From an optimization exercise on the open Yosys and OpenROAD flow, aimed at small area, a short achievable clock period and few clock cycles per item; shortcuts taken in it are not production practice. At most, simulation tests tie the RTL to the original design; equivalence was not proved. No functional check of the RTL was part of runs 1 to 3.

==> design.v <==
`timescale 1ns/1ps
package tpuPkg;
    localparam int WrReqWidth  = 14;
    localparam int ResultWidth = 71;
endpackage
`timescale 1ns/1ps
module mulCsa (
    input  logic [7:0]  w,
    input  logic [3:0]  one,
    input  logic [3:0]  two,
    input  logic [2:0]  neg,
    output logic [15:0] s,
    output logic [15:0] c
);
    logic s1;
    logic c2;
    assign s1 = (((one[0] & w[4]) | (two[0] & w[3])) ^ neg[0]) ^ (((one[1] & w[2]) | (two[1] & w[1])) ^ neg[1]);
    assign c2 = (((one[0] & w[4]) | (two[0] & w[3])) ^ neg[0]) & (((one[1] & w[2]) | (two[1] & w[1])) ^ neg[1]);
    logic s3;
    logic c4;
    assign s3 = (((one[0] & w[5]) | (two[0] & w[4])) ^ neg[0]) ^ (((one[1] & w[3]) | (two[1] & w[2])) ^ neg[1]);
    assign c4 = (((one[0] & w[5]) | (two[0] & w[4])) ^ neg[0]) & (((one[1] & w[3]) | (two[1] & w[2])) ^ neg[1]);
    logic s5;
    logic c6;
    assign s5 = (((one[0] & w[6]) | (two[0] & w[5])) ^ neg[0]) ^ (((one[1] & w[4]) | (two[1] & w[3])) ^ neg[1]) ^ (((one[2] & w[2]) | (two[2] & w[1])) ^ neg[2]);
    assign c6 = ((((one[0] & w[6]) | (two[0] & w[5])) ^ neg[0]) & (((one[1] & w[4]) | (two[1] & w[3])) ^ neg[1])) | ((((one[0] & w[6]) | (two[0] & w[5])) ^ neg[0]) & (((one[2] & w[2]) | (two[2] & w[1])) ^ neg[2])) | ((((one[1] & w[4]) | (two[1] & w[3])) ^ neg[1]) & (((one[2] & w[2]) | (two[2] & w[1])) ^ neg[2]));
    logic s7;
    logic c8;
    assign s7 = (((one[0] & w[7]) | (two[0] & w[6])) ^ neg[0]) ^ (((one[1] & w[5]) | (two[1] & w[4])) ^ neg[1]) ^ (((one[2] & w[3]) | (two[2] & w[2])) ^ neg[2]);
    assign c8 = ((((one[0] & w[7]) | (two[0] & w[6])) ^ neg[0]) & (((one[1] & w[5]) | (two[1] & w[4])) ^ neg[1])) | ((((one[0] & w[7]) | (two[0] & w[6])) ^ neg[0]) & (((one[2] & w[3]) | (two[2] & w[2])) ^ neg[2])) | ((((one[1] & w[5]) | (two[1] & w[4])) ^ neg[1]) & (((one[2] & w[3]) | (two[2] & w[2])) ^ neg[2]));
    logic s9;
    logic c10;
    assign s9 = ~(((one[0] & w[7]) | (two[0] & w[7])) ^ neg[0]) ^ (((one[1] & w[6]) | (two[1] & w[5])) ^ neg[1]) ^ (((one[2] & w[4]) | (two[2] & w[3])) ^ neg[2]);
    assign c10 = (~(((one[0] & w[7]) | (two[0] & w[7])) ^ neg[0]) & (((one[1] & w[6]) | (two[1] & w[5])) ^ neg[1])) | (~(((one[0] & w[7]) | (two[0] & w[7])) ^ neg[0]) & (((one[2] & w[4]) | (two[2] & w[3])) ^ neg[2])) | ((((one[1] & w[6]) | (two[1] & w[5])) ^ neg[1]) & (((one[2] & w[4]) | (two[2] & w[3])) ^ neg[2]));
    logic s11;
    logic c12;
    assign s11 = (((one[1] & w[7]) | (two[1] & w[6])) ^ neg[1]) ^ (((one[2] & w[5]) | (two[2] & w[4])) ^ neg[2]);
    assign c12 = (((one[1] & w[7]) | (two[1] & w[6])) ^ neg[1]) & (((one[2] & w[5]) | (two[2] & w[4])) ^ neg[2]);
    logic s13;
    logic c14;
    assign s13 = ~(((one[1] & w[7]) | (two[1] & w[7])) ^ neg[1]) ^ (((one[2] & w[6]) | (two[2] & w[5])) ^ neg[2]);
    assign c14 = ~(((one[1] & w[7]) | (two[1] & w[7])) ^ neg[1]) & (((one[2] & w[6]) | (two[2] & w[5])) ^ neg[2]);
    logic s15;
    logic c16;
    assign s15 = (((one[0] & w[2]) | (two[0] & w[1])) ^ neg[0]) ^ (((one[1] & w[0]) | (two[1] & 1'b0)) ^ neg[1]);
    assign c16 = (((one[0] & w[2]) | (two[0] & w[1])) ^ neg[0]) & (((one[1] & w[0]) | (two[1] & 1'b0)) ^ neg[1]);
    logic s17;
    logic c18;
    assign s17 = (((one[0] & w[3]) | (two[0] & w[2])) ^ neg[0]) ^ (((one[1] & w[1]) | (two[1] & w[0])) ^ neg[1]);
    assign c18 = (((one[0] & w[3]) | (two[0] & w[2])) ^ neg[0]) & (((one[1] & w[1]) | (two[1] & w[0])) ^ neg[1]);
    logic s19;
    logic c20;
    assign s19 = (((one[2] & w[0]) | (two[2] & 1'b0)) ^ neg[2]) ^ neg[2] ^ s1;
    assign c20 = ((((one[2] & w[0]) | (two[2] & 1'b0)) ^ neg[2]) & neg[2]) | ((((one[2] & w[0]) | (two[2] & 1'b0)) ^ neg[2]) & s1) | (neg[2] & s1);
    logic s21;
    logic c22;
    assign s21 = (((one[2] & w[1]) | (two[2] & w[0])) ^ neg[2]) ^ s3 ^ c2;
    assign c22 = ((((one[2] & w[1]) | (two[2] & w[0])) ^ neg[2]) & s3) | ((((one[2] & w[1]) | (two[2] & w[0])) ^ neg[2]) & c2) | (s3 & c2);
    logic s23;
    logic c24;
    assign s23 = ((one[3] & w[0]) | (two[3] & 1'b0)) ^ s5 ^ c4;
    assign c24 = (((one[3] & w[0]) | (two[3] & 1'b0)) & s5) | (((one[3] & w[0]) | (two[3] & 1'b0)) & c4) | (s5 & c4);
    logic s25;
    logic c26;
    assign s25 = ((one[3] & w[1]) | (two[3] & w[0])) ^ s7 ^ c6;
    assign c26 = (((one[3] & w[1]) | (two[3] & w[0])) & s7) | (((one[3] & w[1]) | (two[3] & w[0])) & c6) | (s7 & c6);
    logic s27;
    logic c28;
    assign s27 = ((one[3] & w[2]) | (two[3] & w[1])) ^ s9 ^ c8;
    assign c28 = (((one[3] & w[2]) | (two[3] & w[1])) & s9) | (((one[3] & w[2]) | (two[3] & w[1])) & c8) | (s9 & c8);
    logic s29;
    logic c30;
    assign s29 = ((one[3] & w[3]) | (two[3] & w[2])) ^ s11 ^ c10;
    assign c30 = (((one[3] & w[3]) | (two[3] & w[2])) & s11) | (((one[3] & w[3]) | (two[3] & w[2])) & c10) | (s11 & c10);
    logic s31;
    logic c32;
    assign s31 = ((one[3] & w[4]) | (two[3] & w[3])) ^ s13 ^ c12;
    assign c32 = (((one[3] & w[4]) | (two[3] & w[3])) & s13) | (((one[3] & w[4]) | (two[3] & w[3])) & c12) | (s13 & c12);
    logic s33;
    logic c34;
    assign s33 = (((one[2] & w[7]) | (two[2] & w[6])) ^ neg[2]) ^ ((one[3] & w[5]) | (two[3] & w[4])) ^ c14;
    assign c34 = ((((one[2] & w[7]) | (two[2] & w[6])) ^ neg[2]) & ((one[3] & w[5]) | (two[3] & w[4]))) | ((((one[2] & w[7]) | (two[2] & w[6])) ^ neg[2]) & c14) | (((one[3] & w[5]) | (two[3] & w[4])) & c14);
    logic s35;
    logic c36;
    assign s35 = ~(((one[2] & w[7]) | (two[2] & w[7])) ^ neg[2]) ^ ((one[3] & w[6]) | (two[3] & w[5]));
    assign c36 = ~(((one[2] & w[7]) | (two[2] & w[7])) ^ neg[2]) & ((one[3] & w[6]) | (two[3] & w[5]));
    assign s[0] = (((one[0] & w[0]) | (two[0] & 1'b0)) ^ neg[0]);
    assign c[0] = neg[0];
    assign s[1] = (((one[0] & w[1]) | (two[0] & w[0])) ^ neg[0]);
    assign c[1] = 1'b0;
    assign s[2] = neg[1];
    assign c[2] = s15;
    assign s[3] = s17;
    assign c[3] = c16;
    assign s[4] = s19;
    assign c[4] = c18;
    assign s[5] = s21;
    assign c[5] = c20;
    assign s[6] = s23;
    assign c[6] = c22;
    assign s[7] = s25;
    assign c[7] = c24;
    assign s[8] = s27;
    assign c[8] = c26;
    assign s[9] = s29;
    assign c[9] = c28;
    assign s[10] = s31;
    assign c[10] = c30;
    assign s[11] = s33;
    assign c[11] = c32;
    assign s[12] = s35;
    assign c[12] = c34;
    assign s[13] = ((one[3] & w[7]) | (two[3] & w[6]));
    assign c[13] = c36;
    assign s[14] = ~((one[3] & w[7]) | (two[3] & w[7]));
    assign c[14] = 1'b0;
    assign s[15] = 1'b0;
    assign c[15] = 1'b0;
endmodule
`timescale 1ns/1ps
module matrixTpu (
    input  logic         clk,
    input  logic         rst,
    input  logic [13:0]  wrReq,     
    input  logic         start,
    output logic         busy,
    output logic [70:0]  result,    
    output logic         done
);
    logic       wrEn, wrSel;
    logic [3:0] wrAddr;
    logic [7:0] wrData;
    assign wrData = wrReq[7:0];
    assign wrAddr = wrReq[11:8];
    assign wrSel  = wrReq[12];
    assign wrEn   = wrReq[13];
    logic bsy;
    logic wAcc, aAcc, startAcc;
    assign wAcc     = wrEn && !bsy && !wrSel;
    assign aAcc     = wrEn && !bsy &&  wrSel;
    assign startAcc = start && !bsy;
    logic [7:0] wMem [0:15];
    logic [6:0] aMem [0:15];
    always_ff @(posedge clk) begin
        if (wAcc) wMem[wrAddr] <= wrData;
        if (aAcc) aMem[wrAddr] <= wrData[6:0];
    end
    localparam logic [1:0] HOut = 2'd0, HA = 2'd1, HB = 2'd2, HWork = 2'd3;
    logic [3:0] hv;                 
    logic [1:0] hr [0:3];           
    logic [3:0] pend;               
    logic       bldG;               
    logic [1:0] curR, nxtK;
    logic [3:0] em;                 
    logic [1:0] phase;              
    logic       emit, load, last;
    logic [1:0] src, emitRow;
    logic        r0v;
    logic [1:0]  r0r, r0k;
    logic [3:0]  r0one, r0two;      
    logic [2:0]  r0neg;
    logic [31:0] r0w;
    logic        p1v;
    logic [1:0]  p1r, p1k;
    logic        p1fresh;           
    logic [63:0] p1s, p1c;
    logic        cmpl;              
    assign cmpl = p1v && p1k == 2'd3 && pend[p1r];
    logic       copy;
    logic [1:0] copyTo;
    assign copyTo = !hv[HOut] ? HOut : !hv[HA] ? HA : HB;
    assign copy   = hv[HWork] && !(hv[HOut] && hv[HA] && hv[HB]) && !bsy && !startAcc;
    always_comb begin
        emit    = 1'b0;
        load    = 1'b0;
        src     = HWork;
        emitRow = hr[HOut];
        if (!bsy) begin
            emit = startAcc && hv[HOut] && !wAcc && !(aAcc && wrAddr[3:2] == hr[HOut]);
        end else begin
            case (phase)
                2'd1:    src = HA;
                2'd2:    src = HB;
                default: src = HWork;
            endcase
            emit    = hv[src];
            load    = hv[src];
            emitRow = hr[src];
        end
    end
    assign last = (em | (4'd1 << emitRow)) == 4'hf;
    logic [1:0] rk;                 
    logic       repOk, repNeed, injRep;
    logic [1:0] repRow, repRowD;
    logic [6:0] repA;
    always_comb begin
        repNeed = 1'b0;
        repRow  = '0;
        for (int r = 3; r >= 0; r--) begin
            if (!em[r]) begin
                repNeed = 1'b1;
                repRow  = r[1:0];
            end
        end
    end
    assign injRep = bsy && phase == 2'd3 && !hv[HWork] && !(|pend) && repNeed
                    && repOk && repRow == repRowD;
    logic       inj;
    logic [1:0] injRow, injK;
    assign inj    = aAcc || injRep;
    assign injRow = bsy ? repRow : wrAddr[3:2];
    assign injK   = bsy ? rk     : wrAddr[1:0];
    logic [1:0] rkN;
    assign rkN = injRep ? rk + 2'd1 : rk;
    always_ff @(posedge clk) begin
        repA <= aMem[{repRow, rkN}];
    end
    logic [1:0] hrNext [0:3];
    always_comb begin
        for (int h = 0; h < 4; h++) hrNext[h] = hr[h];
        if (copy) hrNext[copyTo] = hr[HWork];
        if (load) hrNext[HOut] = hr[src];
        if (cmpl) hrNext[HWork] = p1r;
    end
    always_ff @(posedge clk) begin
        if (copy) hr[copyTo] <= hr[HWork];
        if (load) hr[HOut] <= hr[src];
        if (cmpl) hr[HWork] <= p1r;
    end
    always_ff @(posedge clk or posedge rst) begin
        if (rst) begin
            hv      <= '0;
            pend    <= '0;
            bldG    <= 1'b0;
            curR    <= '0;
            nxtK    <= '0;
            r0v     <= 1'b0;
            p1v     <= 1'b0;
            rk      <= '0;
            repOk   <= 1'b0;
            repRowD <= '0;
        end else begin
            r0v     <= inj;
            p1v     <= r0v;
            repOk   <= bsy;
            repRowD <= repRow;
            if (injRep) rk <= rk + 2'd1;
            if (p1v) hv[HWork] <= 1'b0;
            if (copy) begin
                hv[copyTo] <= 1'b1;
                hv[HWork]  <= 1'b0;
            end
            if (load) begin
                hv[HOut] <= 1'b1;
                hv[src]  <= 1'b0;
            end
            if (cmpl) begin
                pend[p1r] <= 1'b0;
                hv[HWork] <= 1'b1;
            end
            if (inj) begin
                for (int h = 0; h < 4; h++) begin
                    if (hrNext[h] == injRow) hv[h] <= 1'b0;
                end
                pend[injRow] <= 1'b0;
                if (injK == 2'd0) begin
                    bldG <= 1'b1;
                    curR <= injRow;
                    nxtK <= 2'd1;
                end else if (bldG && injRow == curR && injK == nxtK) begin
                    if (injK == 2'd3) begin
                        bldG         <= 1'b0;
                        pend[injRow] <= 1'b1;
                    end else begin
                        nxtK <= injK + 2'd1;
                    end
                end else begin
                    bldG <= 1'b0;
                end
            end
            if (wAcc) begin
                hv   <= '0;
                pend <= '0;
                bldG <= 1'b0;
            end
        end
    end
    logic [6:0] injA;
    logic [7:0] ax;
    logic [3:0] dOne, dTwo;
    logic [2:0] dNeg;
    assign injA = bsy ? repA : wrData[6:0];
    assign ax   = {1'b0, injA};
    always_comb begin
        for (int i = 0; i < 4; i++) begin
            logic b2, b1, b0;
            b2 = ax[2*i+1];
            b1 = ax[2*i];
            b0 = (i == 0) ? 1'b0 : ax[2*i-1];
            dOne[i] = b1 ^ b0;
            dTwo[i] = (b2 & !b1 & !b0) | (!b2 & b1 & b0);
            if (i < 3) dNeg[i] = b2;
        end
    end
    always_ff @(posedge clk) begin
        r0r <= injRow;
        r0k <= injK;
        r0one <= dOne;
        r0two <= dTwo;
        r0neg <= dNeg;
        for (int c = 0; c < 4; c++) begin
            r0w[c*8 +: 8] <= wMem[injK*4 + c];
        end
        p1r <= r0r;
        p1k <= r0k;
        p1fresh <= (r0k == 2'd0);
    end
    for (genvar c = 0; c < 4; c++) begin : gMul
        logic [15:0] s, cy;
        mulCsa mul_inst (
            .w   (r0w[c*8 +: 8]),
            .one (r0one),
            .two (r0two),
            .neg (r0neg),
            .s   (s),
            .c   (cy)
        );
        always_ff @(posedge clk) begin
            p1s[c*16 +: 16] <= s;
            p1c[c*16 +: 16] <= cy;
        end
    end
    localparam logic [16:0] FreshBase = 17'd44032;
    logic [67:0] ws;                
    logic [15:0] wc;                
    logic [67:0] wsNew;
    logic [15:0] wcNew;
    for (genvar c = 0; c < 4; c++) begin : gAcc
        logic [16:0] bs, ps, pc, x, y;
        logic [4:1]  bc;
        assign bs = p1fresh ? FreshBase : ws[c*17 +: 17];
        assign bc = p1fresh ? 4'd0      : wc[c*4 +: 4];
        assign ps = {1'b0, p1s[c*16 +: 16]};
        assign pc = {1'b0, p1c[c*16 +: 16]};
        assign x = bs ^ ps ^ pc;
        assign y = {(bs[15:0] & ps[15:0]) | (bs[15:0] & pc[15:0]) | (ps[15:0] & pc[15:0]), 1'b0};
        assign {wcNew[c*4 + 0], wsNew[c*17 +  0 +: 4]} = {1'b0, x[3:0]}   + {1'b0, y[3:0]};
        assign {wcNew[c*4 + 1], wsNew[c*17 +  4 +: 4]} = {1'b0, x[7:4]}   + {1'b0, y[7:4]}   + {4'd0, bc[1]};
        assign {wcNew[c*4 + 2], wsNew[c*17 +  8 +: 4]} = {1'b0, x[11:8]}  + {1'b0, y[11:8]}  + {4'd0, bc[2]};
        assign {wcNew[c*4 + 3], wsNew[c*17 + 12 +: 4]} = {1'b0, x[15:12]} + {1'b0, y[15:12]} + {4'd0, bc[3]};
        assign wsNew[c*17 + 16] = x[16] ^ y[16] ^ bc[4];
    end
    always_ff @(posedge clk) begin
        if (p1v) begin
            ws <= wsNew;
            wc <= wcNew;
        end
    end
    logic [63:0] fin;
    logic [63:0] slotA, slotB;
    for (genvar c = 0; c < 4; c++) begin : gFin
        logic [16:0] sum;
        assign sum = ws[c*17 +: 17] + {wc[c*4 + 3], 3'd0, wc[c*4 + 2], 3'd0,
                                       wc[c*4 + 1], 3'd0, wc[c*4 + 0], 4'd0};
        assign fin[c*16 +: 16] = sum[16] ? 16'd0 : sum[15:0];    
    end
    always_ff @(posedge clk) begin
        if (copy && copyTo == HA) slotA <= fin;
        if (copy && copyTo == HB) slotB <= fin;
    end
    logic        outValid, doneR;
    logic [1:0]  outRow;
    logic [63:0] outData;
    always_ff @(posedge clk or posedge rst) begin
        if (rst) begin
            bsy      <= 1'b0;
            em       <= '0;
            phase    <= '0;
            outValid <= 1'b0;
            outRow   <= '0;
            doneR    <= 1'b0;
        end else begin
            outValid <= emit;
            doneR    <= emit && last;
            if (emit) begin
                outRow      <= emitRow;
                em[emitRow] <= 1'b1;
            end
            if (bsy && phase != 2'd3) phase <= phase + 2'd1;
            if (startAcc) begin
                bsy   <= 1'b1;
                phase <= 2'd1;
            end
            if (emit && last) begin
                bsy   <= 1'b0;
                em    <= '0;
                phase <= 2'd0;
            end
        end
    end
    always_ff @(posedge clk) begin
        if (load) begin
            outData <= (src == HA) ? slotA : (src == HB) ? slotB : fin;
        end else if (copy && copyTo == HOut) begin
            outData <= fin;
        end
    end
    assign busy   = bsy;
    assign done   = doneR;
    assign result = {outValid, outRow,
                     1'b0, outData[63:48], 1'b0, outData[47:32],
                     1'b0, outData[31:16], 1'b0, outData[15:0]};
endmodule
==> run.sh <==
#!/bin/bash
# synth_recipe.tcl (not shown) runs the flow's synth.tcl, then flattens the netlist and writes it again
# the make line also repeats each setting of config.mk as NAME=value (left out here)
make -C /OpenROAD-flow-scripts/flow DESIGN_CONFIG=/design/flow/config.mk WORK_HOME=/design/flow/orfs CLKGATE_MAP_FILE= SYNTH_SCRIPT=/design/flow/synth_recipe.tcl finish
==> config.mk <==
export PLATFORM = sky130hd
export DESIGN_NAME = matrixTpu
export DESIGN_NICKNAME = matrixTpu
export VERILOG_FILES = /design/flow/design.v
export SDC_FILE = /design/flow/constraint.sdc
export NUM_CORES = 4
export LEC_CHECK = 0
export ABC_CLOCK_PERIOD_IN_PS = 2200
export CAP_MARGIN = 20
export CORE_MARGIN = 2
export CORE_UTILIZATION = 40
export CTS_CLUSTER_DIAMETER = 100
export CTS_CLUSTER_SIZE = 30
export SETUP_SLACK_MARGIN = 3.0
export SLEW_MARGIN = 20
==> constraint.sdc <==
create_clock -name core_clock -period 5.5 [get_ports {clk}]
set_input_delay 1.1000 -clock core_clock [delete_from_list [all_inputs] [get_ports {clk}]]
set_output_delay 1.1000 -clock core_clock [all_outputs]
set_load 0.01 [all_outputs]
==> metrics.md, run 1 <==
| Metric | Value |
|---|---|
| Status | finished clean |
| Initial antenna violation count | 1 |
| Multi-input logic area | 14400 µm² |
| Vias in the first global route | 22157 |
| Row count | 108 |
| Yosys warns | 2 |
| Register area | roughly 20000 µm² |
| Num ports | 90 |
| Max Slew Vio Count | 0 |
| H-tree depth | 1 |
| Final Cycle Share | a little under half |
| Count leader, synth | edfxtp_1 |
| Total number of vias | 21615 |
| Synthesized flop and latch total | ~700 |
| Slew @ Worst Pin | around 0.9 ns |
| Unique masters post-synth | 80 |
| Share of the synthesized area in the top cell type | 45.1% |
| Skew final | slightly above 0.05 ns |
| # fillers | about 7700 |
| Die span in y | 299 µm |
| Cell count after placement | a little under 4000 |
| Post-layout util | 45.8% |
| Drt wl/cell | 19.7 µm |
| Seq/Total Area, Yosys | around 57% |
| IO Port Bufs | 85 |
| Synth Flop Type | edfxtp_1 |
| Final setup margin | around 3 ns |
| Synth top area cells | edfxtp_1 45%, dfxtp_1 9.5%, fa_1 6.9% |
| Ys async rst share | 4.31% |
| CP Max Fanout | 5 |
| Largest net degree at the start of global routing | 67 |
| Hold/Removal Path Class | flop to flop |
| Congestion Overflow GR | 0 |
| Clk slew on worst S/H paths | 0.12 ns |
| Initial Util | ~40% |
| Minimum clock period | 2.58 ns |
| CTS tree | done |
| Max Cap Viol | 0 |
| P&R area growth vs syn | 13.7% |
| Mapped Cells | about 2800 |
| Residual DRC | 0 |
| Clock Latency Late Sink | 0.66 ns |
| Clock root cell | clkbuf_16 |
| Hold Vio Cnt, Final | 0 |
| TritonRoute pass-1 iters | 5 |
| Post-synth EDFFs | 524 |
| Post-Syn Area | 34900 µm² |
| Crit start category | flop |
| Max Freq | a little under 400 MHz |
| Area leader, netlist | edfxtp_1 |
| Via-to-Cell Ratio | roughly 5.3 |
| Non-Filler Instances | 4074 |
| Final wirelength | ~80 mm |
| Fin nets | 3140 |
| Core box area | approximately 87000 µm² |
| First-pass GRT wire length | 124 mm |
| Synthesized area per cell | 12.3 µm² |
| CP Data Required Time | 5.91 ns |
| Setup TNS | 0 ns |
| Worst Path Arrival | approximately 3.0 ns |
| Routed Antenna Nets | 0 |
| Drt initial violations | ~1800 |
| Share of layout cells above drive strength 1 | ~15% |
| Clock tree buffer depth | 3 |
| CTS buffer count | 30 |
| Antenna cells | 0 |
| GRT Overall Usage | around 17% |
| Slew HR | 40.4% |
| Setup violators final | 0 |
| Clock Sinks | 720 |
| DPL Wire Length | 51.1 mm |
| RD Place Congestion | 0.830 |
| Placement Setup Slack | approximately 1.8 ns |
| Unrepaired setup endpoints after global routing | yes |
| Full die area | about 90000 µm² |
| Top cells by count, synth | 524 x edfxtp_1, 295 x nand2_1, 246 x inv_1, 165 x dfxtp_1, 134 x a22oi_1 |
| Worst setup EP type | flop |
| Setup CP Type | flop to flop |
| Die X | between 200 and 300 µm |
-- state kept, by name, summed over array words and instances, names as in the netlist, 7 cells and up --
name / cells
wc: 16
outData: 64
slotB: 64
r0w: 32
gAcc.pc: 49
ws: 68
repA: 7
gAcc.ps: 57
slotA: 64
hr: 8
wMem: 128
aMem: 112
-- per-layer routing --
layer | share of wire, % | vias to the layer above | wire, µm | GRT usage (%)
met4 | 2.6 | 2 | 2070 | 4.40
met1 | 43 | 10874 | 34600 | 23.2
met2 | 50 | 548 | 40200 | 30.2
met5 | 0.016 | - | 13 | 0
li1 | - | 10065 | - | -
met3 | 4.3 | 126 | 3490 | 1.65
-- cells by family after synthesis --
logic type / synth area share (%)
simple gates: 10.1
flops: 56.8
compound gates: 9.67
buf+inv: 4.81
fa+ha+maj: 10.7
xor+xnor: 4.80
mux: 3.12
other cells: 0.0108
-- final cells by class --
cell class	instances	share of cell area, %
clock buffer	44	2.11
clock inverter	11	0.328
inverter	249	2.36
multi-input combinational	1700	36.3
sequential	720	50.0
tap	1155	3.64
timing repair buffer	195	5.26
-- through the flow --
step	area (µm²)	hold WS [ns]
2_1_floorplan	35000	0.310
3_5_place_dp	36900	0.318
6_report	39700	0.342
4_1_cts	38600	0.347
3_3_place_gp	36900	0.312
5_1_grt	39700	0.358
-- critical path: stages (launching register included) --
cell and delay (ns):
dfxtp_4 0.42, buf_16 0.17, nand2b_4 0.14, fa_1 0.47, inv_1 0.05, fa_2 0.36
fa_2 0.36, a21o_1 0.19, a21o_1 0.17
-- path summary, 6_finish.rpt --
| check | startpoint | endpoint | slack (ns) | depth (start not counted) |
|---|---|---|---|---|
| min in group asynchronous | rst | r0v | 0.82 | 3 |
| worst max register to register | p1fresh | wc[13] | 2.92 | 8 |
| worst min register to register | r0r[0] | p1r[0] | 0.34 | 0 |
| max in group asynchronous | rst | rk[1] | 4.34 | 3 |
| worst max-delay path | p1fresh | wc[13] | 2.92 | 8 |
| worst min-delay path | r0r[0] | p1r[0] | 0.34 | 0 |
-- placed cells by master (no fill, tap or decap), drive strengths merged, types with 15 or more instances in the layout --
cell type,n
edfxtp,524
nand2,295
inv,256
dfxtp,165
a22oi,134
nor2,127
fa,120
xnor2,119
ha,107
buf,106
a21oi,79
xor2,72
dlygate4sd2,61
o21ai,52
nand2b,49
nor2b,48
a31oi,47
clkbuf,46
and3,37
and2,37
a21o,34
nand3,34
dfrtp,31
a22o,30
mux4,25
mux2i,25
mux2,23
a211oi,22
o22ai,17
or3,15
-- what timing repair did --
| item | 4_1_cts | 5_1_grt |
|---|---|---|
| endpoints found under the setup margin | 577 | 359 |
| buffers inserted | 29 | 33 |
| resized for setup | 183 | 153 |
| pin swaps | 23 | 62 |
| hold buffers | 0 | 0 |
| gates cloned | 8 | 3 |
==> run 2: changes to the inputs <==
--- a/config.mk
+++ b/config.mk
@@ -5,11 +5,12 @@
 export SDC_FILE = /design/flow/constraint.sdc
 export NUM_CORES = 4
 export LEC_CHECK = 0
+export ABC_AREA = 1
 export ABC_CLOCK_PERIOD_IN_PS = 2200
 export CAP_MARGIN = 20
 export CORE_MARGIN = 2
 export CORE_UTILIZATION = 40
 export CTS_CLUSTER_DIAMETER = 100
 export CTS_CLUSTER_SIZE = 30
-export SETUP_SLACK_MARGIN = 3.0
+export SETUP_SLACK_MARGIN = 3.3
 export SLEW_MARGIN = 20
==> metrics.md, run 2 <==
| Metric | Value |
|---|---|
| Status | finished clean |
| IO Port Bufs | 85 (unchanged) |
| Final wirelength | 93.1 mm (+16%) |
| Cell count after placement | 4482 (+14%) |
| Synthesized area per cell | 10.5 µm² (-14%) |
| Drt initial violations | 1806 (-0.50%) |
| Synth Flop Type | edfxtp_1 |
| Placement Setup Slack | 2.04 ns (+0.237 ns) |
| Skew final | 0.0497 ns (-0.000563 ns) |
| Initial antenna violation count | 2 (+1) |
| Initial Util | 40.4% (+0.11 points) |
| Max Freq | 412 MHz (+6.4%) |
| Row count | 108 (unchanged) |
| Top cells by count, synth | 555 x inv_1, 524 x edfxtp_1, 498 x nand2_1, 264 x nor2_1, 205 x nand3_1 |
| Minimum clock period | 2.43 ns (-0.155 ns) |
| # fillers | 7493 (-2.4%) |
| Hold path startpoint | r0v |
| Share of layout cells above drive strength 1 | 25.7% (+11 points) |
| Worst setup EP type | output pin |
| Setup TNS | 0 ns (unchanged) |
| Max Cap Viol | 0 (unchanged) |
| Setup CP Type | flop to output pin |
| Drt wl/cell | 19.4 µm (-1.5%) |
| Max Slew Vio Count | 0 (unchanged) |
| Core box area | 86900 µm² (+0.31%) |
| Area leader, netlist | edfxtp_1 |
| Worst Path Arrival | 1.33 ns (-1.66 ns) |
| Register area | 19800 µm² (about the same) |
| GRT Overall Usage | 18.4% (+1.1 points) |
| Residual DRC | 0 (unchanged) |
| Congestion Overflow GR | 0 (unchanged) |
| Most common cell after layout, fill and taps aside | edfxtp_1 |
| Count leader, synth | inv_1 |
| Post-CTS Hold Buffers | 0 (unchanged) |
| Unrepaired setup endpoints after global routing | yes |
| Slew HR | 39.1% (-1.3 points) |
| Setup violators final | 0 (unchanged) |
| Multi-input logic area | 15300 µm² (+6.1%) |
| RD Place Congestion | 0.836 (+0.78%) |
| Antenna cells | 0 (unchanged) |
| Mapped Cells | 3334 (+18%) |
| Final setup margin | 3.07 ns (+0.155 ns) |
| Clock root cell | clkbuf_16 |
| FF-to-FF setup slack | 3.08 ns (+0.16 ns) |
| Worst r2r dst | outData[1] |
| Via-to-Cell Ratio | 5.06 (-4.5%) |
| Clock Latency Late Sink | 0.66 ns (about the same) |
| Num ports | 90 (unchanged) |
| Highest-count cells in the layout ignoring fill and taps | 524 x edfxtp_1, 495 x inv_1, 416 x nand2_1 |
| Total number of vias | 24273 (+12%) |
| Non-Filler Instances | 4793 (+18%) |
| Final Cycle Share | 44.1% (-2.8 points) |
| Full die area | 90100 µm² (+0.58%) |
| Slew @ Worst Pin | 0.911 ns (+0.0209 ns) |
| CP Data Required Time | 4.40 ns (-1.51 ns) |
| Crit start category | flop |
| Synthesized flop and latch total | 720 (unchanged) |
| Post-synth EDFFs | 524 (unchanged) |
| Fin nets | 3859 (+23%) |
| H-tree depth | 1 (unchanged) |
| Slowest CP cell | dfrtp_2 |
| Clk slew on worst S/H paths | 0.12 ns (about the same) |
| Synth top area cells | edfxtp_1 45%, dfxtp_1 9.4%, fa_1 6.8% |
| P&R area growth vs syn | 25.4% |
| Die span in y | 300 µm (+0.29%) |
| CP Max Fanout | 4 (-1) |
| Largest net degree at the start of global routing | 69 (+3.0%) |
| Clock tree buffer depth | 3 (unchanged) |
| Ys async rst share | 4.31% (unchanged) |
| Hold_ws | 0.343 ns (+0.000811 ns) |
| Hold/Removal Path Class | flop to flop |
| Clock Sinks | 720 (unchanged) |
| Hold Crit Depth | 0 (unchanged) |
| Worst Hold End | p1v |
| Routed Antenna Nets | 0 (unchanged) |
| Largest registers | wMem (128), aMem (112), ws (68) |
| CTS tree | done |
| R2r worst-path depth | 15 (+7) |
| Biggest register | wMem |
| Share of the synthesized area in the top cell type | 44.8% (-0.26 points) |
| Post-Syn Area | 35100 µm² (+0.59%) |
| DPL Wire Length | 50.4 mm (-1.5%) |
| Unique masters post-synth | 49 (-39%) |
| Hold Vio Cnt, Final | 0 (unchanged) |
| Max reg flops | 128 (unchanged) |
| Yosys warns | 2 (unchanged) |
| Die X | 300 µm (+0.29%) |
| TritonRoute pass-1 iters | 6 (+1) |
| First-pass GRT wire length | 131 mm (+5.7%) |
| CTS buffer count | 29 (-3.3%) |
| Reg2Reg Launch Point | bsy |
| Vias in the first global route | 22859 (+3.2%) |
| Seq/Total Area, Yosys | 56.5% (-0.33 points) |
| Crit path cell chain | buf_12 -> buf_6 |
| Crit-path max cell delay | 0.45 ns (-0.02 ns) |
-- run 2: layout make-up --
type,instances,share of cell area [%]
clock buffers,44,1.78
flip-flops and latches,720,45.1
repair inverters,5,0.165
inverters,581,5.28
well taps,1155,3.28
repair buffers,348,9.48
clock inverters,10,0.205
multi-input cells,1930,34.7
-- run 2: critical path, delay by kind of cell (launching register included) --
family	cells	cell delay (ns)
DFF	1	0.45
buffers and inverters	2	0.25
-- run 2: routing by layer --
metal / track usage [%] / part of all wire [%] / up-vias
li1: - / - / 11545
met1: 25.5 / 42 / 11819
met2: 31.6 / 50 / 767
met3: 1.66 / 5.5 / 140
met4: 3.95 / 3.2 / 2
met5: 0 / 0.014 / -
-- run 2: worst max-delay path by stage --
stage / end / cells after the start / start
2_1_floorplan: slotA[0] / 3 / start
4_1_cts: busy / 2 / bsy
6_report: busy / 2 / bsy
3_5_place_dp: pend[0] / 8 / wrReq[8]
5_1_grt: outData[33] / 15 / phase[0]
3_3_place_gp: nxtK[1] / 13 / wrReq[8]
-- run 2: cells by family (layout without fill, tap and decap cells) --
| logic type | after synthesis | in the layout | share of synthesized area [%] |
|---|---|---|---|
| other cells | 1 | 4 | 0.0107 |
| xor+xnor | 182 | 182 | 4.59 |
| mux | 2 | 2 | 0.0571 |
| buf+inv | 707 | 988 | 8.06 |
| simple gates | 1065 | 1084 | 13.0 |
| flops | 720 | 720 | 56.5 |
| compound gates | 430 | 431 | 7.13 |
| fa+ha+maj | 227 | 227 | 10.7 |
-- run 2: per-stage QoR --
stage	cell area (µm²)	util [%]
floorplan	35700	-
global placement	37500	43.2
detailed placement	37500	43.2
CTS	41100	47.3
global route	44000	50.6
finish	44000	50.6
-- run 2: timing repair --
item / CTS / global route
pin swaps: 125 / 145
setup buffers: 124 / 62
cloned: 28 / 43
endpoints found under the setup margin: 866 / 397
resized for setup: 593 / 429
==> run 3: changes to the inputs <==
--- a/config.mk
+++ b/config.mk
@@ -5,12 +5,11 @@
 export SDC_FILE = /design/flow/constraint.sdc
 export NUM_CORES = 4
 export LEC_CHECK = 0
-export ABC_AREA = 1
 export ABC_CLOCK_PERIOD_IN_PS = 2200
 export CAP_MARGIN = 20
 export CORE_MARGIN = 2
 export CORE_UTILIZATION = 40
 export CTS_CLUSTER_DIAMETER = 100
 export CTS_CLUSTER_SIZE = 30
-export SETUP_SLACK_MARGIN = 3.3
+export SETUP_SLACK_MARGIN = 3.2
 export SLEW_MARGIN = 20
==> metrics.md, run 3 <==
| Metric | Value |
|---|---|
| Status | finished clean |
| Minimum clock period | 2.59 ns (+0.158 ns) |
| Unique masters post-synth | 80 (+63%) |
| CP Data Required Time | 5.91 ns (+1.51 ns) |
| Post-CTS Hold Buffers | 0 (unchanged) |
| Die X | 299 µm (-0.29%) |
| Vias in the first global route | 22895 (+0.16%) |
| Worst setup EP type | flop |
| Share of layout cells above drive strength 1 | 24.5% (-1.3 points) |
| Core box area | 86600 µm² (-0.31%) |
| P&R area growth vs syn | 19.1% |
| Top cells by count, synth | 524 x edfxtp_1, 295 x nand2_1, 246 x inv_1, 165 x dfxtp_1, 134 x a22oi_1 |
| Drt initial violations | 1641 (-9.1%) |
| Full die area | 89600 µm² (-0.58%) |
| Die span in y | 299 µm (-0.29%) |
| Hold Crit Depth | 0 (unchanged) |
| Seq/Total Area, Yosys | 56.8% (+0.33 points) |
| GRT Overall Usage | 18.0% (-0.43 points) |
| Clock Sinks | 720 (unchanged) |
| Worst Path Arrival | 3.00 ns (+1.67 ns) |
| Clk slew on worst S/H paths | 0.12 ns (about the same) |
| Post-Syn Area | 34900 µm² (-0.58%) |
| Max reg flops | 128 (unchanged) |
| Clock root cell | clkbuf_16 |
| Crit-path max cell delay | 0.48 ns (+0.03 ns) |
| Crit start category | flop |
| Via-to-Cell Ratio | 5.32 (+5.1%) |
| Setup TNS | 0 ns (unchanged) |
| Largest net degree at the start of global routing | 68 (-1.4%) |
| Share of the synthesized area in the top cell type | 45.1% (+0.26 points) |
| Antenna cells | 0 (unchanged) |
| Mapped Cells | 2834 (-15%) |
| Num ports | 90 (unchanged) |
| Synth top area cells | edfxtp_1 45%, dfxtp_1 9.5%, fa_1 6.9% |
| Skew final | 0.0450 ns (-0.00470 ns) |
| Largest registers | wMem (128), aMem (112), ws (68) |
| Slowest CP cell | fa_1 |
| CP Max Fanout | 6 (+2) |
| Non-Filler Instances | 4199 (-12%) |
| Count leader, synth | edfxtp_1 |
| Max Slew Vio Count | 0 (unchanged) |
| Slew HR | 32.4% (-6.7 points) |
| Residual DRC | 0 (unchanged) |
| Fin nets | 3264 (-15%) |
| Placed cell area | 37100 µm² (-1.1%) |
| Most common cell after layout, fill and taps aside | edfxtp_1 |
| Ys async rst share | 4.31% (unchanged) |
| Synth Flop Type | edfxtp_1 |
| Final wirelength | 84.9 mm (-8.8%) |
| Max Cap Viol | 0 (unchanged) |
| H-tree depth | 1 (unchanged) |
| First-pass GRT wire length | 129 mm (-1.8%) |
| Unrepaired setup endpoints after global routing | yes |
| Routed Antenna Nets | 0 (unchanged) |
| Row count | 108 (unchanged) |
| Synthesized flop and latch total | 720 (unchanged) |
| IO Port Bufs | 85 (unchanged) |
| Synthesized area per cell | 12.3 µm² (+17%) |
| Final Cell Area | 41500 µm² (-5.6%) |
| RD Place Congestion | 0.842 (+0.63%) |
| Hold/Removal Path Class | flop to flop |
| Cell count after placement | 3944 (-12%) |
| Final Cycle Share | 47.0% (+2.9 points) |
| Slew @ Worst Pin | 1.01 ns (+0.102 ns) |
| R2r worst-path depth | 8 (-7) |
| Post-synth EDFFs | 524 (unchanged) |
| DPL Wire Length | 51.6 mm (+2.5%) |
| Setup CP Type | flop to flop |
| Highest-count cells in the layout ignoring fill and taps | 524 x edfxtp_1, 271 x nand2_1, 222 x inv_1 |
| Setup violators final | 0 (unchanged) |
| Congestion Overflow GR | 0 (unchanged) |
| Drt wl/cell | 20.2 µm (+4.1%) |
| Clock tree buffer depth | 3 (unchanged) |
| CTS tree | done |
| Hold Vio Cnt, Final | 0 (unchanged) |
| Total number of vias | 22350 (-7.9%) |
| Clock Latency Late Sink | 0.67 ns (about the same) |
| Biggest register | wMem |
| Initial antenna violation count | 1 (-1) |
| TritonRoute pass-1 iters | 5 (-1) |
| CTS buffer count | 30 (+3.4%) |
| Area leader, netlist | edfxtp_1 |
| Yosys warns | 2 (unchanged) |
| # fillers | 7573 (+1.1%) |
| Initial Util | 40.3% (-0.11 points) |
| Crit path cell chain | buf_12 -> nand2b_4 -> fa_1 -> inv_1 -> fa_2 -> fa_2 -> a21o_1 -> a21o_1 |
| Max Freq | 387 MHz (-6.1%) |
==> run 3: cell types whose count changed after synthesis, moves of 56 or more <==
cell / previous run / this run
a22oi_1: 0 / 134
clkbuf_1: 47 / 103
inv_1: 555 / 246
nand2_1: 498 / 295
nand3_1: 205 / 34
nor2_1: 264 / 126
o21ai_0: 162 / 48
o22ai_1: 147 / 17
xnor2_1: 25 / 119
xor2_1: 155 / 72
==> run 3: logic make-up (layout without fill, tap and decap cells) <==
family | after synthesis | after routing | share of synthesized area (%)
AO/OA/AOI/OAI | 482 | 483 | 9.67
other | 1 | 4 | 0.0108
XOR/XNOR | 191 | 191 | 4.80
buffers and inverters | 417 | 621 | 4.81
flip-flops | 720 | 720 | 56.8
adder cells (fa/ha/maj) | 227 | 227 | 10.7
multiplexers | 73 | 73 | 3.12
AND/OR/NAND/NOR | 723 | 725 | 10.1
==> run 3: final timing paths <==
kind	start	end	slack [ns]
worst max register to register	p1fresh	wc[13]	2.91
worst min-delay path	r0r[0]	p1r[0]	0.34
max in group asynchronous	rst	rk[1]	4.34
worst max-delay path	p1fresh	wc[13]	2.91
min in group asynchronous	rst	p1v	0.81
worst min register to register	r0r[0]	p1r[0]	0.34
==> run 3: area by class of cell <==
cell class | count | area (µm²) | share of cell area (%)
sequential | 720 | 19900 | 47.8
multi-input combinational | 1703 | 15200 | 36.6
timing repair buffer | 315 | 3070 | 7.39
tap | 1155 | 1450 | 3.48
inverter | 249 | 941 | 2.27
clock buffer | 41 | 802 | 1.93
clock inverter | 15 | 211 | 0.509
timing repair inverter | 1 | 7.51 | 0.0181
==> run 3: routing by layer <==
metal,GRT usage (%),share of wire (%)
met1,23.5,43
met2,31.9,50
met3,1.88,3.7
met5,0,0.014
met4,4.83,2.7
==> run 3: timing repair <==
action                                  CTS  global route
buffers inserted                        101            83
resized for setup                       521           196
gates cloned                             10             5
endpoints found under the setup margin  852           528
pin swaps                                86           119
==> run 3: stage by stage <==
stage / setup WS [ns] / hold slack, ns / util [%]
after global routing: 2.83 / 0.343 / 48.0
after detailed placement: 1.53 / 0.312 / 42.8
after floorplan: 2.00 / 0.310 / -
final: 2.91 / 0.338 / 48.0
after global placement: 1.59 / 0.311 / 42.8
after CTS: 2.89 / 0.338 / 46.0
==> run 3: worst max-delay path: cells and delay by family, from the launching register on <==
kind / cells / cell delay [ns]
flops: 1 / 0.41
simple gates: 1 / 0.13
compound gates: 2 / 0.33
buf+inv: 2 / 0.22
fa+ha+maj: 3 / 1.23
==> run 4: changes to the inputs <==
--- a/design.v
+++ b/design.v
@@ -188,7 +188,8 @@
             emitRow = hr[src];
         end
     end
-    assign last = (em | (4'd1 << emitRow)) == 4'hf;
+    logic [1:0] nEm;                
+    assign last = nEm == 2'd3;
     logic [1:0] rk;                 
     logic       repOk, repNeed, injRep;
     logic [1:0] repRow, repRowD;
@@ -203,17 +204,16 @@
             end
         end
     end
+    logic       injRepD;
     assign injRep = bsy && phase == 2'd3 && !hv[HWork] && !(|pend) && repNeed
-                    && repOk && repRow == repRowD;
+                    && repOk && repRow == repRowD && !injRepD;
     logic       inj;
     logic [1:0] injRow, injK;
     assign inj    = aAcc || injRep;
     assign injRow = bsy ? repRow : wrAddr[3:2];
     assign injK   = bsy ? rk     : wrAddr[1:0];
-    logic [1:0] rkN;
-    assign rkN = injRep ? rk + 2'd1 : rk;
     always_ff @(posedge clk) begin
-        repA <= aMem[{repRow, rkN}];
+        repA <= aMem[{repRow, rk}];
     end
     logic [1:0] hrNext [0:3];
     always_comb begin
@@ -239,11 +239,13 @@
             rk      <= '0;
             repOk   <= 1'b0;
             repRowD <= '0;
+            injRepD <= 1'b0;
         end else begin
             r0v     <= inj;
             p1v     <= r0v;
             repOk   <= bsy;
             repRowD <= repRow;
+            injRepD <= injRep;
             if (injRep) rk <= rk + 2'd1;
             if (p1v) hv[HWork] <= 1'b0;
             if (copy) begin
@@ -375,6 +377,7 @@
         if (rst) begin
             bsy      <= 1'b0;
             em       <= '0;
+            nEm      <= '0;
             phase    <= '0;
             outValid <= 1'b0;
             outRow   <= '0;
@@ -385,6 +388,7 @@
             if (emit) begin
                 outRow      <= emitRow;
                 em[emitRow] <= 1'b1;
+                nEm         <= nEm + 2'd1;
             end
             if (bsy && phase != 2'd3) phase <= phase + 2'd1;
             if (startAcc) begin
--- a/config.mk
+++ b/config.mk
@@ -5,11 +5,12 @@
 export SDC_FILE = /design/flow/constraint.sdc
 export NUM_CORES = 4
 export LEC_CHECK = 0
+export ABC_AREA = 1
 export ABC_CLOCK_PERIOD_IN_PS = 2200
 export CAP_MARGIN = 20
 export CORE_MARGIN = 2
 export CORE_UTILIZATION = 40
 export CTS_CLUSTER_DIAMETER = 100
 export CTS_CLUSTER_SIZE = 30
-export SETUP_SLACK_MARGIN = 3.2
+export SETUP_SLACK_MARGIN = 3.5
 export SLEW_MARGIN = 20
==> metrics.md, run 4 <==
| Metric | Value |
|---|---|
| Status | finished clean |
| CP Max Fanout | 2 (-4) |
| Worst Path Arrival | 1.32 ns (-1.68 ns) |
| Final setup margin | 3.08 ns (+0.171 ns) |
| Setup TNS | 0 ns (unchanged) |
| Non-Filler Instances | 4891 (+16%) |
| Max Slew Vio Count | 0 (unchanged) |
| Drt wl/cell | 19.1 µm (-5.6%) |
| Crit path to | busy |
| Synthesized flop and latch total | 723 (+0.42%) |
| Unrepaired setup endpoints after global routing | yes |
| Clock tree buffer depth | 3 (unchanged) |
| Residual DRC | 0 (unchanged) |
| Unique masters post-synth | 52 (-35%) |
| Placed cell area | 37800 µm² (+1.8%) |
| Via-to-Cell Ratio | 5.05 (-5.1%) |
| Count leader, synth | nand2_1 |
| Total number of vias | 24714 (+11%) |
| IO Port Bufs | 85 (unchanged) |
| Max Freq | 414 MHz (+7.1%) |
| Die X | 301 µm (+0.40%) |
| Highest-count cells in the layout ignoring fill and taps | 524 x edfxtp_1, 510 x nand2_1, 400 x inv_1 |
| Hold_ws | 0.332 ns (-0.00574 ns) |
| Clock Sinks | 723 (+0.42%) |
| Synth top area cells | edfxtp_1 45%, dfxtp_1 9.4%, nand2_1 6.9% |
| Seq/Total Area, Yosys | 56.6% (-0.25 points) |
| Share of the synthesized area in the top cell type | 44.7% (-0.37 points) |
| Clock Latency Late Sink | 0.65 ns (-0.02 ns) |
| P&R area growth vs syn | 28.1% |
| Cell count after placement | 4555 (+15%) |
| Congestion Overflow GR | 0 (unchanged) |
| FF-to-FF setup slack | 3.11 ns (+0.20 ns) |
| Mapped Cells | 3405 (+20%) |
| Minimum clock period | 2.42 ns (-0.171 ns) |
| Placement Setup Slack | 1.90 ns (+0.362 ns) |
| Worst setup EP type | output pin |
| Ys async rst share | 4.70% (+0.40 points) |
| Final wirelength | 93.4 mm (+10%) |
| Fin nets | 3957 (+21%) |
| Post-Syn Area | 35200 µm² (+0.82%) |
| R2r worst-path depth | 10 (+2) |
| Routed Antenna Nets | 0 (unchanged) |
| Hold Vio Cnt, Final | 0 (unchanged) |
| Max Cap Viol | 0 (unchanged) |
| Die span in y | 301 µm (+0.40%) |
| Skew final | 0.0329 ns (-0.0122 ns) |
| Num ports | 90 (unchanged) |
| Biggest register | wMem |
| Setup violators final | 0 (unchanged) |
| Drt initial violations | 1660 (+1.2%) |
| Area leader, netlist | edfxtp_1 |
| H-tree depth | 1 (unchanged) |
| CTS buffer count | 31 (+3.3%) |
| DPL Wire Length | 49.7 mm (-3.7%) |
| Antenna cells | 0 (unchanged) |
| Synthesized area per cell | 10.3 µm² (-16%) |
| Most common cell after layout, fill and taps aside | edfxtp_1 |
| Slew @ Worst Pin | 0.884 ns (-0.130 ns) |
| Largest net degree at the start of global routing | 66 (-2.9%) |
| Share of layout cells above drive strength 1 | 27.8% (+3.3 points) |
| Max reg flops | 128 (unchanged) |
| Synth Flop Type | edfxtp_1 |
| Top cells by count, synth | 643 x nand2_1, 524 x edfxtp_1, 476 x inv_1, 401 x nor2_1, 165 x dfxtp_1 |
| Worst r2r dst | ws[9] |
| Post-CTS Hold Buffers | 0 (unchanged) |
| Reg2Reg Launch Point | p1fresh |
| Row count | 108 (unchanged) |
| Final Cycle Share | 43.9% (-3.1 points) |
| Initial Util | 40.5% (+0.20 points) |
| CTS tree | done |
| GRT Overall Usage | 19.4% (+1.4 points) |
| RD Place Congestion | 0.804 (-4.5%) |
| Initial antenna violation count | 0 (-1) |
| Hold/Removal Path Class | flop to flop |
| Clock root cell | clkbuf_16 |
| Post-synth EDFFs | 524 (unchanged) |
| Vias in the first global route | 23256 (+1.6%) |
| Slew HR | 41.1% (+8.6 points) |
| Post-layout util | 51.8% (+3.9 points) |
| CP startpoint | bsy |
| First-pass GRT wire length | 137 mm (+5.9%) |
| Crit start category | flop |
| Largest registers | wMem (128), aMem (112), ws (68) |
| Setup CP Type | flop to output pin |
| TritonRoute pass-1 iters | 5 (unchanged) |
| Full die area | 90300 µm² (+0.81%) |
| CP Data Required Time | 4.40 ns (-1.51 ns) |
| Final Cell Area | 45000 µm² (+8.4%) |
| Clk slew on worst S/H paths | 0.11 ns (about the same) |
| Core box area | 86900 µm² (+0.31%) |
| # fillers | 7400 (-2.3%) |
| Yosys warns | 2 (unchanged) |
## run 4: cell types whose count changed after synthesis, moves of 44 or more
| cell | previous run | this run |
|---|---|---|
| a22oi_1 | 134 | 0 |
| nand2b_1 | 49 | 0 |
| clkbuf_1 | 103 | 42 |
| o21ai_0 | 48 | 159 |
| o22ai_1 | 17 | 158 |
| nor2_1 | 126 | 401 |
| inv_1 | 246 | 476 |
| nand2_1 | 295 | 643 |
| a31oi_1 | 47 | 3 |
| nand3_1 | 34 | 107 |
| nor2b_1 | 48 | 0 |
| xor2_1 | 72 | 148 |
| xnor2_1 | 119 | 20 |
## run 4: metal layers
metal	vias up	share of wire, %	global-route usage, %
li1	11794	-	-
met1	12067	43	26.3
met2	705	49	33.8
met3	148	4.5	1.57
met4	0	3.3	4.36
met5	-	0	0
## run 4: cells by family (layout without fill, tap and decap cells)
kind of cell	after synthesis	after routing	synth area share (%)
XOR/XNOR	168	168	4.18
flip-flops	723	723	56.6
multiplexers	2	2	0.0569
adder cells (fa/ha/maj)	228	228	10.7
AND/OR/NAND/NOR	1216	1228	14.1
AO/OA/AOI/OAI	442	442	7.29
other	1	4	0.0107
buffers and inverters	625	941	7.11
## run 4: final cells by class
cell class	instances	area (µm²)	area share, %
Multi-Input combinational cell	2072	15900	35.3
Clock inverter	14	185	0.411
Timing Repair Buffer	369	4460	9.89
Inverter	501	2100	4.66
Tap cell	1155	1450	3.21
Timing Repair inverter	14	195	0.433
Clock buffer	43	841	1.87
Sequential cell	723	19900	44.2
## run 4: what timing repair did
action | in CTS | in global routing
setup endpoints to repair | 925 | 751
pin swaps | 138 | 155
cloned | 47 | 20
resized for setup | 750 | 431
buffers inserted | 128 | 84
## run 4: worst min path at each step
stage	start	endpoint	slack (ns)	cells after the start
floorplan	r0r[0]	p1r[0]	0.31	0
global placement	r0r[1]	p1r[1]	0.31	0
detailed placement	r0r[1]	p1r[1]	0.31	0
CTS	r0r[1]	p1r[1]	0.33	0
global route	r0r[0]	p1r[0]	0.33	0
finish	r0r[1]	p1r[1]	0.33	0
## run 4: worst max-delay path, stage by stage, from the launching register on
cell and delay (ns):
dfrtp_2 0.45, buf_12 0.13, buf_6 0.11
Testbench counts of run 4, summed over its fixed seeds: cycles 2,944, jobs 128.
==> run 5: changes to the inputs <==
--- a/config.mk
+++ b/config.mk
@@ -12,5 +12,6 @@
 export CORE_UTILIZATION = 40
 export CTS_CLUSTER_DIAMETER = 100
 export CTS_CLUSTER_SIZE = 30
-export SETUP_SLACK_MARGIN = 3.5
+export SETUP_SLACK_MARGIN = 3.3
 export SLEW_MARGIN = 20
+export TNS_END_PERCENT = 30
==> metrics.md, run 5 <==
| Metric | Value |
|---|---|
| Status | finished clean |
| Clock Sinks | 723 (unchanged) |
| IO Port Bufs | 85 (unchanged) |
| Most common cell after layout, fill and taps aside | nand2_1 |
| H-tree depth | 1 (unchanged) |
| Crit path cell chain | inv_8 -> buf_16 -> buf_12 -> nand2_4 -> fa_1 -> fa_2 -> fa_2 -> inv_2 |
| Slowest CP cell | fa_2 |
| DPL Wire Length | 49.9 mm (+0.27%) |
| Die span in y | 301 µm (unchanged) |
| Mapped Cells | 3405 (unchanged) |
| Worst setup EP type | flop |
| Post-synth EDFFs | 524 (unchanged) |
| Via-to-Cell Ratio | 4.90 (-3.1%) |
| Biggest register | wMem |
| Reg2Reg Launch Point | p1fresh |
| Minimum clock period | 2.44 ns (+0.0205 ns) |
| Clock root cell | clkbuf_16 |
| GRT Overall Usage | 17.5% (-1.8 points) |
| Fin nets | 3769 (-4.8%) |
| Residual DRC | 0 (unchanged) |
| Initial Util | 40.5% (unchanged) |
| Ys async rst share | 4.70% (unchanged) |
| Clk slew on worst S/H paths | 0.12 ns (about the same) |
| Placed cell area | 37200 µm² (-1.6%) |
| Setup TNS | 0 ns (unchanged) |
| Setup CP Type | flop to flop |
| WP depth | 8 (+6) |
| FF-to-FF setup slack | 3.06 ns (-0.05 ns) |
| Slew HR | 36.7% (-4.3 points) |
| Worst Path Arrival | 2.87 ns (+1.55 ns) |
| Initial antenna violation count | 2 (+2) |
| Full die area | 90300 µm² (unchanged) |
| R2r worst-path depth | 8 (-2) |
| Clock tree buffer depth | 3 (unchanged) |
| Buf/Inv on CP | 4 (+2) |
| Clock Latency Late Sink | 0.67 ns (+0.02 ns) |
| Core box area | 86900 µm² (unchanged) |
| CP Max Fanout | 4 (+2) |
| Synthesized area per cell | 10.3 µm² (unchanged) |
| Num ports | 90 (unchanged) |
| Largest registers | wMem (128), aMem (112), ws (68) |
| Worst r2r dst | ws[5] |
| Count leader, synth | nand2_1 |
| Synthesized flop and latch total | 723 (unchanged) |
| Synth Flop Type | edfxtp_1 |
| Largest net degree at the start of global routing | 61 (-7.6%) |
| RD Place Congestion | 0.852 (+5.9%) |
| Total number of vias | 23049 (-6.7%) |
| Max Cap Viol | 0 (unchanged) |
| Yosys warns | 2 (unchanged) |
| Max Slew Vio Count | 0 (unchanged) |
| Hold path startpoint | r0r[1] |
| Vias in the first global route | 22818 (-1.9%) |
| Unrepaired setup endpoints after global routing | yes |
| CTS tree | done |
| Die X | 301 µm (unchanged) |
| Setup violators final | 0 (unchanged) |
| Row count | 108 (unchanged) |
| Final Cell Area | 40000 µm² (-11%) |
| Hold Vio Cnt, Final | 0 (unchanged) |
| Post-layout util | 46.1% (-5.8 points) |
| Share of the synthesized area in the top cell type | 44.7% (unchanged) |
| Congestion Overflow GR | 0 (unchanged) |
| Final Cycle Share | 44.3% (+0.37 points) |
| Most frequent cell on the critical path | fa_2 |
| P&R area growth vs syn | 13.8% |
| CP Data Required Time | 5.94 ns (+1.54 ns) |
| Synth top area cells | edfxtp_1 45%, dfxtp_1 9.4%, nand2_1 6.9% |
| Routed Antenna Nets | 0 (unchanged) |
| Skew final | 0.0697 ns (+0.0368 ns) |
| CP top delay family | adder cells |
| CTS buffer count | 31 (unchanged) |
| Post-CTS Hold Buffers | 0 (unchanged) |
| Crit-path max cell delay | 0.58 ns (+0.13 ns) |
| Worst Hold End | p1r[1] |
| Hold Crit Depth | 0 (unchanged) |
| Drt wl/cell | 17.0 µm (-11%) |
| Unique masters post-synth | 52 (unchanged) |
| TritonRoute pass-1 iters | 5 (unchanged) |
| Drt initial violations | 1523 (-8.3%) |
| Area leader, netlist | edfxtp_1 |
| Max reg flops | 128 (unchanged) |
| Highest-count cells in the layout ignoring fill and taps | 615 x nand2_1, 524 x edfxtp_1, 460 x inv_1 |
| First-pass GRT wire length | 126 mm (-7.4%) |
| Seq/Total Area, Yosys | 56.6% (unchanged) |
| Crit start category | flop |
| Top cells by count, synth | 643 x nand2_1, 524 x edfxtp_1, 476 x inv_1, 401 x nor2_1, 165 x dfxtp_1 |
| Slew @ Worst Pin | 0.948 ns (+0.0642 ns) |
| Hold/Removal Path Class | flop to flop |
| Share of layout cells above drive strength 1 | 12.5% (-15 points) |
| Post-Syn Area | 35200 µm² (unchanged) |
| Max Freq | 411 MHz (-0.84%) |
| Final wirelength | 80.0 mm (-14%) |
-- run 5: cell counts after synthesis --
Identical to the previous run, type by type.
-- run 5: routing by layer --
layer / track usage (%) / vias up / wire (µm)
met3: 1.56 / 88 / 3440
li1: - / 11373 / -
met1: 24.2 / 11087 / 36800
met5: 0 / - / 16
met2: 29.9 / 499 / 37900
met4: 4.19 / 2 / 1750
-- run 5: worst max path at each step --
stage | endpoint | start | slack, ns
floorplan | outData[0] | start | 2.53
global placement | pend[3] | wrReq[9] | 1.69
detailed placement | pend[3] | wrReq[9] | 1.68
CTS | busy | bsy | 3.05
global route | ws[49] | p1fresh | 3.02
finish | ws[5] | p1fresh | 3.06
-- run 5: logic make-up after synthesis --
logic type	after synthesis	share of synthesized area, %
flops	723	56.6
compound gates	442	7.29
buf+inv	625	7.11
mux	2	0.0569
xor+xnor	168	4.18
fa+ha+maj	228	10.7
other cells	1	0.0107
simple gates	1216	14.1
-- run 5: final cells by class --
class                      count  area, µm²
antenna                        1       2.50
clock buffer                  47        866
clock inverter                11        161
fill                        8008      46900
inverter                     501       1980
multi-input combinational   2067      13600
sequential                   723      19900
tap                         1155       1450
timing repair buffer         197       1990
timing repair inverter         3       25.0
-- run 5: timing repair --
action,in CTS,in global routing
setup buffers,49,22
setup endpoints to repair,766,668
gates resized for setup,323,175
pin swaps,57,33
cloned,16,5
endpoints found under the hold margin,0,0
-- run 5: through the flow --
step | std cells | hold slack (ns) | setup WS (ns)
after detailed placement | 4554 | 0.316 | 1.68
final | 4705 | 0.332 | 3.06
after global routing | 4705 | 0.351 | 3.02
after floorplan | 3408 | 0.310 | 2.53
after global placement | 4554 | 0.312 | 1.69
after CTS | 4677 | 0.335 | 3.05
==> run 6: changes to the inputs <==
--- a/config.mk
+++ b/config.mk
@@ -14,4 +14,3 @@
 export CTS_CLUSTER_SIZE = 30
 export SETUP_SLACK_MARGIN = 3.3
 export SLEW_MARGIN = 20
-export TNS_END_PERCENT = 30
==> metrics.md, run 6 <==
| Metric | Value |
|---|---|
| Yosys warns | 2 (unchanged) |
| Clk slew on worst S/H paths | 0.11 ns (about the same) |
| Total number of vias | 23648 (+2.6%) |
| Main combinational cell family by area after synthesis | simple AND/OR/NAND/NOR gates |
| RD Place Congestion | 0.840 (-1.4%) |
| CP Data Required Time | 5.89 ns (-0.05 ns) |
| Die span in y | 301 µm (unchanged) |
| Post-Synth XOR/XNOR Area | 4.18% (unchanged) |
| CP startpoint | p1fresh |
| Minimum clock period | 2.37 ns (-0.0654 ns) |
| Synthesized flop and latch total | 723 (unchanged) |
| Via-to-Cell Ratio | 4.96 (+1.3%) |
| Placement Setup Slack | 1.99 ns (+0.311 ns) |
| Initial antenna violation count | 2 (unchanged) |
| Largest registers | wMem (128), aMem (112), ws (68) |
| Unique masters post-synth | 52 (unchanged) |
| Reg2Reg Launch Point | p1fresh |
| Setup TNS | 0 ns (unchanged) |
| Final Cycle Share | 43.1% (-1.2 points) |
| Hold Vio Cnt, Final | 0 (unchanged) |
| Seq/Total Area, Yosys | 56.6% (unchanged) |
| Synth top area cells | edfxtp_1 45%, dfxtp_1 9.4%, nand2_1 6.9% |
| Synthesized area per cell | 10.3 µm² (unchanged) |
| Hold/Removal Path Class | flop to flop |
| Mux contribution to synthesized area | 0.0569% (unchanged) |
| Max Cap Viol | 0 (unchanged) |
| Crit start category | flop |
| Final setup margin | 3.13 ns (+0.0654 ns) |
| TritonRoute pass-1 iters | 5 (unchanged) |
| CP Max Fanout | 5 (+1) |
| Post-CTS Hold Buffers | 0 (unchanged) |
| Post-synthesis adder-cell area fraction | 10.7% (unchanged) |
| Share of the synthesized area in the top cell type | 44.7% (unchanged) |
| Skew final | 0.0264 ns (-0.0433 ns) |
| Most common cell after layout, fill and taps aside | nand2_1 |
| R2r worst-path depth | 8 (unchanged) |
| Worst setup EP type | flop |
| Max Freq | 422 MHz (+2.8%) |
| Clock tree buffer depth | 3 (unchanged) |
| Clock root cell | clkbuf_16 |
| Ys async rst share | 4.70% (unchanged) |
| Row count | 108 (unchanged) |
| CTS tree | done |
| Residual DRC | 0 (unchanged) |
| Unrepaired setup endpoints after global routing | yes |
| Compound-Gate Fraction of Synth Area | 7.29% (unchanged) |
| IO Port Bufs | 85 (unchanged) |
| Clock Latency Late Sink | 0.66 ns (about the same) |
| Post-Syn Area | 35200 µm² (unchanged) |
| Post-synth EDFFs | 524 (unchanged) |
| Max Slew Vio Count | 0 (unchanged) |
| Final wirelength | 85.6 mm (+7.1%) |
| Worst Path Arrival | 2.76 ns (-0.11 ns) |
| GRT Overall Usage | 18.2% (+0.64 points) |
| Hold Crit Depth | 0 (unchanged) |
| H-tree depth | 1 (unchanged) |
| Clock Sinks | 723 (unchanged) |
| Synth Flop Type | edfxtp_1 |
| Max reg flops | 128 (unchanged) |
| Core box area | 86900 µm² (unchanged) |
| Top cells by count, synth | 643 x nand2_1, 524 x edfxtp_1, 476 x inv_1, 401 x nor2_1, 165 x dfxtp_1 |
| Routed Antenna Nets | 0 (unchanged) |
| Area leader, netlist | edfxtp_1 |
| CTS buffer count | 31 (unchanged) |
| Fin nets | 3829 (+1.6%) |
| Status | finished clean |
| First-pass GRT wire length | 130 mm (+2.8%) |
| Vias in the first global route | 22844 (+0.11%) |
| Slew @ Worst Pin | 0.857 ns (-0.0907 ns) |
| Hold path startpoint | r0r[0] |
| Drt initial violations | 1690 (+11%) |
| Congestion Overflow GR | 0 (unchanged) |
| Count leader, synth | nand2_1 |
| Initial Util | 40.5% (unchanged) |
| Full die area | 90300 µm² (unchanged) |
| Largest net degree at the start of global routing | 65 (+6.6%) |
| Biggest register | wMem |
| P&R area growth vs syn | 18.9% |
| Setup violators final | 0 (unchanged) |
| Slew HR | 42.8% (+6.1 points) |
| Synth Area in Simple Gates | 14.1% (unchanged) |
| Num ports | 90 (unchanged) |
| Setup CP Type | flop to flop |
| Die X | 301 µm (unchanged) |
| DPL Wire Length | 49.7 mm (-0.33%) |
| Mapped Cells | 3405 (unchanged) |
| Drt wl/cell | 18.0 µm (+5.7%) |
| Highest-count cells in the layout ignoring fill and taps | 598 x nand2_1, 524 x edfxtp_1, 438 x inv_1 |
| Share of layout cells above drive strength 1 | 18.4% (+5.9 points) |
==> run 6: layer usage <==
layer  routed length, µm  vias up  global-route usage, %
li1                    -    11504                      -
met4                2520        0                   4.36
met1               37800    11441                   25.2
met3                3940      123                   1.85
met5                   0        -                      0
met2               41300      580                   30.8
==> run 6: worst max-delay path, cell delays in order, from the launching register on <==
cell	delay (ns)
dfxtp_4	0.37
buf_12	0.14
buf_12	0.14
inv_16	0.10
nand2_4	0.05
fa_1	0.46
fa_2	0.35
inv_2	0.08
fa_2	0.42
==> run 6: cell families (layout without fill, tap and decap cells) <==
kind of cell | count (synthesis) | count (layout)
and+or+nand+nor | 1216 | 1226
DFF | 723 | 723
other | 1 | 6
buffers and inverters | 625 | 816
muxes | 2 | 2
adders and majority gates | 228 | 228
xor gates and xnor gates | 168 | 168
AOI/OAI and AO/OA | 442 | 442
==> run 6: layout make-up <==
cell class	count	area [µm²]
diodes	2	5.00
clock buffers	46	853
clock inverters	12	150
fillers	7821	45100
inverters	501	2040
multi-input cells	2070	14600
flip-flops and latches	723	19900
well taps	1155	1450
repair buffers	249	2730
repair inverters	8	131
==> run 6: worst paths after layout <==
check,endpoint,slack [ns]
max,ws[64],3.13
min,p1r[0],0.34
max reg2reg,ws[64],3.13
min reg2reg,p1r[0],0.34
max in group asynchronous,p1v,4.26
min in group asynchronous,phase[0],0.85
==> run 6: repair_timing <==
item	4_1_cts	5_1_grt
buffers inserted	73	43
cloned	24	11
pin swaps	81	80
endpoints found under the setup margin	721	603
gates resized for setup	505	210
==> run 6: per-stage QoR <==
stage | utilization [%] | cell area, µm² | hold WS, ns | cells
detailed placement | 43.2 | 37500 | 0.312 | 4555
floorplan | - | 35700 | 0.310 | 3408
global route | 48.1 | 41800 | 0.353 | 4766
global placement | 43.2 | 37500 | 0.315 | 4555
CTS | 46.4 | 40300 | 0.339 | 4710
finish | 48.1 | 41800 | 0.338 | 4766

==> static timing again, ports no longer ideal <==
Ports are ideal in the flow. The routed layouts listed here were re-timed in OpenROAD.
Step 1 sets driving cells, clkbuf_16 on the clock port and buf_2 on the other inputs (assumed; they add their load-dependent delay and slew).
Step 2, shift: input delay + t, output delay - t, t = (earliest + latest rising clock arrival at the registers) / 2. This alone moves slack from input paths to output paths.
a / b / c = ideal ports / drivers / drivers and shift; a / b = the first two.
| run | shift t [ns] | slack for setup (ns) | worst register clock-pin slew, ns |
|---|---|---|---|
| run 1 | 0.708 | 2.917 / 2.886 / 2.253 | 0.12 / 0.12 |
| run 2 | 0.704 | 3.072 / 3.004 / 2.585 | 0.12 / 0.12 |
| run 3 | 0.709 | 2.914 / 2.914 / 2.508 | 0.12 / 0.12 |
| run 4 | 0.692 | 3.085 / 3.023 / 2.755 | 0.12 / 0.12 |
| run 5 | 0.692 | 3.064 / 3.046 / 2.449 | 0.12 / 0.12 |
| run 6 | 0.703 | 3.130 / 3.073 / 2.691 | 0.12 / 0.12 |
After both steps every run listed still meets setup and hold. For run 1, which loses most, drivers alone change the setup slack by -0.031 ns; drivers and shift together by -0.664 ns.
